From an optimization exercise on the open Yosys and OpenROAD flow, aimed at small area and a short achievable clock period; shortcuts taken in it are not production practice. No activity file was given, so power comes from the tool's default toggle rates.

Design noc_ring_ni, start of the top module:
module noc_ring_ni
(
   input  wire        clk,
   input  wire        reset,
   input  wire [1:0]  ctrl_in,
   input  wire [15:0] flit_in,
   input  wire [1:0]  dest_fifo_in,
   output wire        en_pass_req,
   output wire        en_pass_rep,
   output wire        en_local_req,
   output wire        en_local_rep,
   output wire [4:0]  used_slots_pass_rep,
   input  wire [17:0] enq_req_data,
   input  wire [17:0] enq_rep_data,
   input  wire        en_out_req_enq,
   input  wire        en_out_rep_enq,
   output wire        out_req_rdy,
   output wire        out_rep_rdy,
   output wire [17:0] deq_req_data,
   output wire [17:0] deq_rep_data,
   output wire        req_rdy,
   output wire        rep_rdy,
   input  wire        en_in_req_deq,
   input  wire        en_in_rep_deq,
   input  wire        en_local_req_in,
   input  wire        en_local_rep_in,
   input  wire        en_pass_req_in,
  ...
For scale: roughly 4100 cells after synthesis, roughly 1800 flip-flops, roughly 140 I/O pins.
clock: 7.0 ns
lec_check: 0
cap_margin: 20
core_margin: 2
core_utilization: 40
setup_slack_margin: 4.5
slew_margin: 20
run.sh (not shown) runs the stock make flow with config.mk's settings and CLKGATE_MAP_FILE= SYNTH_SCRIPT=/design/flow/synth_recipe.tcl, a recipe that flattens the netlist after the stock synthesis.
The baseline went through all stages and came out clean.
Next try:
--- a/flow/design.v
+++ b/flow/design.v
@@ -84,53 +84,45 @@
    logic             cnt0, cnt1, cnt2p;    
    logic [width-1:0] ram_out;
    assign cnt2p = !cnt0 && !cnt1;
    always_comb
    begin
       ram_out = '0;
       for (int i = 0; i < ram_depth; i++)
          ram_out = ram_out | ({width{rd_ptr == 4'(i)}} & mem[i]);
    end
-   logic [4:0] cnt_inc, cnt_dec;
-   logic [3:0] wr_ptr_inc, rd_ptr_inc;
-   assign cnt_inc[0] = !count[0];
-   assign cnt_inc[1] = count[1] ^ count[0];
-   assign cnt_inc[2] = count[2] ^ (count[1] & count[0]);
-   assign cnt_inc[3] = count[3] ^ (count[2] & count[1] & count[0]);
-   assign cnt_inc[4] = count[4] ^ (count[3] & count[2] & count[1] & count[0]);
-   assign cnt_dec[0] = !count[0];
-   assign cnt_dec[1] = count[1] ^ !count[0];
-   assign cnt_dec[2] = count[2] ^ !(count[1] | count[0]);
-   assign cnt_dec[3] = count[3] ^ !(count[2] | count[1] | count[0]);
-   assign cnt_dec[4] = count[4] ^ !(count[3] | count[2] | count[1] | count[0]);
-   assign wr_ptr_inc = (wr_ptr == 4'(ram_depth - 1)) ? '0 : wr_ptr + 1'b1;
-   assign rd_ptr_inc = (rd_ptr == 4'(ram_depth - 1)) ? '0 : rd_ptr + 1'b1;
    always_ff @(posedge clk)
    begin
       if (reset)
       begin
          wr_ptr <= '0;
          rd_ptr <= '0;
          count  <= '0;
          cnt0   <= 1'b1;
          cnt1   <= 1'b0;
       end
       else
       begin
          if (wr_en && !cnt0 && !(cnt1 && rd_en))
-            wr_ptr <= wr_ptr_inc;
+            wr_ptr <= (wr_ptr == 4'(ram_depth - 1)) ? '0 : wr_ptr + 1'b1;
          if (rd_en && cnt2p)
-            rd_ptr <= rd_ptr_inc;
-         if (wr_en != rd_en)
+            rd_ptr <= (rd_ptr == 4'(ram_depth - 1)) ? '0 : rd_ptr + 1'b1;
+         if (wr_en && !rd_en)
          begin
-            count <= rd_en ? cnt_dec : cnt_inc;
-            cnt0  <= rd_en && cnt1;
-            cnt1  <= rd_en ? (count == 5'd2) : cnt0;
+            count <= count + 1'b1;
+            cnt0  <= 1'b0;
+            cnt1  <= cnt0;
+         end
+         else if (rd_en && !wr_en)
+         begin
+            count <= count - 1'b1;
+            cnt0  <= cnt1;
+            cnt1  <= (count == 5'd2);
          end
       end
    end
    always_ff @(posedge clk)
    begin
       if (wr_en && !cnt0)
          mem[wr_ptr] <= wr_data;
    end
    always_ff @(posedge clk)
@@ -281,35 +273,31 @@
    logic        pop;
    logic        credit_ok;
    assign pay[0] = pass_rep_head;
    assign pay[1] = inj_rep_head;
    assign pay[2] = pass_req_head[15:0];
    assign pay[3] = inj_req_head[15:0];
    assign ne     = {!inj_req_empty, !pass_req_empty, !inj_rep_empty, !pass_rep_empty};
    assign len_pr = noc_ni_pkg::rep_msg_flits(pass_rep_head[9:5]);
    assign len_ir = noc_ni_pkg::rep_msg_flits(inj_rep_head[9:5]);
-   logic mid_pr, mid_ir;    
-   assign at_head = {first_iq, first_pq, !mid_ir, !mid_pr};
-   assign held    = {!first_iq, !first_pq, mid_ir, mid_pr};
+   assign at_head = {first_iq, first_pq, rem_ir == 4'd0, rem_pr == 4'd0};
+   assign held    = {!first_iq, !first_pq, rem_ir != 4'd0, rem_pr != 4'd0};
    assign locked  = |held;
    always_comb
    begin
       for (int s = 0; s < 4; s++)
          to_next[s] = (pay[s][15:12] == next_node);
    end
    function automatic logic [1:0] rep_ctrl(input logic [3:0] rem);
       rep_ctrl = (rem == 4'd0) ? 2'b01 : (rem == 4'd1) ? 2'b11 : 2'b10;
    endfunction
    assign ctrl_s[0] = rep_ctrl(rem_pr);
    assign ctrl_s[1] = rep_ctrl(rem_ir);
-   logic [3:0] rem_pr_nx, rem_ir_nx;
-   assign rem_pr_nx = mid_pr ? rem_pr - 4'd1 : len_pr - 4'd1;
-   assign rem_ir_nx = mid_ir ? rem_ir - 4'd1 : len_ir - 4'd1;
    assign ctrl_s[2] = first_pq ? 2'b01 : {1'b1, pass_req_head[16]};
    assign ctrl_s[3] = first_iq ? 2'b01 : {1'b1, inj_req_head[16]};
    always_comb
    begin
       if (locked)
          sel = held;
       else if (ne[0])
          sel = 4'b0001;
       else if (ne[1])
@@ -340,35 +328,27 @@
    assign inj_rep_pop  = pop_s[1];
    assign pass_req_pop = pop_s[2];
    assign inj_req_pop  = pop_s[3];
    always_ff @(posedge clk)
    begin
       if (reset)
       begin
          rem_pr   <= 4'd0;
          rem_ir   <= 4'd0;
-         mid_pr   <= 1'b0;
-         mid_ir   <= 1'b0;
          first_pq <= 1'b1;
          first_iq <= 1'b1;
       end
       else
       begin
          if (pop_s[0])
-         begin
-            rem_pr <= rem_pr_nx;
-            mid_pr <= rem_pr_nx != 4'd0;
-         end
+            rem_pr <= (rem_pr == 4'd0) ? len_pr - 4'd1 : rem_pr - 4'd1;
          if (pop_s[1])
-         begin
-            rem_ir <= rem_ir_nx;
-            mid_ir <= rem_ir_nx != 4'd0;
-         end
+            rem_ir <= (rem_ir == 4'd0) ? len_ir - 4'd1 : rem_ir - 4'd1;
          if (pop_s[2])
             first_pq <= !first_pq && pass_req_head[16];    
          if (pop_s[3])
             first_iq <= !first_iq && inj_req_head[16];
       end
    end
    always_ff @(posedge clk)
    begin
       if (!locked)
Result: The changed run completed with no timing, DRC or antenna violations; synthesized cell count rises by 0.78%; fmax stays flat; cell count rises by 2.1%; setup slack gets worse by 0.0088 ns; first-iteration DRC count falls by 4.8%; final area rises by 2.5%; sequential cell count falls by 2; power rises by 15%; combinational power rises to 3.5 times its value; sequential share of layout area falls by 1.6 points; worst hold slack gets better by 0.054 ns.
Function was not checked in any run of this note: the RTL went through the layout flow alone.

-- afterwards: timing with drivers on the ports --
In the flow no input, the clock included, has a driving cell. The finished layouts below were timed again as built, in two steps. Step 1 (the two cells are an assumption about what drives the block):
set clk [get_ports {clk}]
set_driving_cell -lib_cell sky130_fd_sc_hd__clkbuf_16 $clk
set_driving_cell -lib_cell sky130_fd_sc_hd__buf_2 [delete_from_list [all_inputs] $clk]
Step 2 adds t to the input delays and takes it off the output delays; t is the mean of the earliest and latest rising clock arrival at the registers after step 1. Input paths then give back, and output paths get back, about the clock's delay inside the block. Slacks: ideal / step 1 / step 2; pairs: ideal / step 1.
run | t (ns) | slack for setup (ns) | hold WS [ns] | worst register clock-pin slew, ns
the first run | 0.875 | 3.671 / 3.671 / 2.882 | 0.443 / 0.443 / 0.443 | 0.07 / 0.07
the second run | 0.875 | 3.662 / 3.662 / 2.805 | 0.497 / 0.497 / 0.497 | 0.07 / 0.07
After both steps setup and hold are still met in every run listed. The setup slack of the second run, which loses most, moves by 0.000 ns with the drivers and by -0.857 ns with both steps.
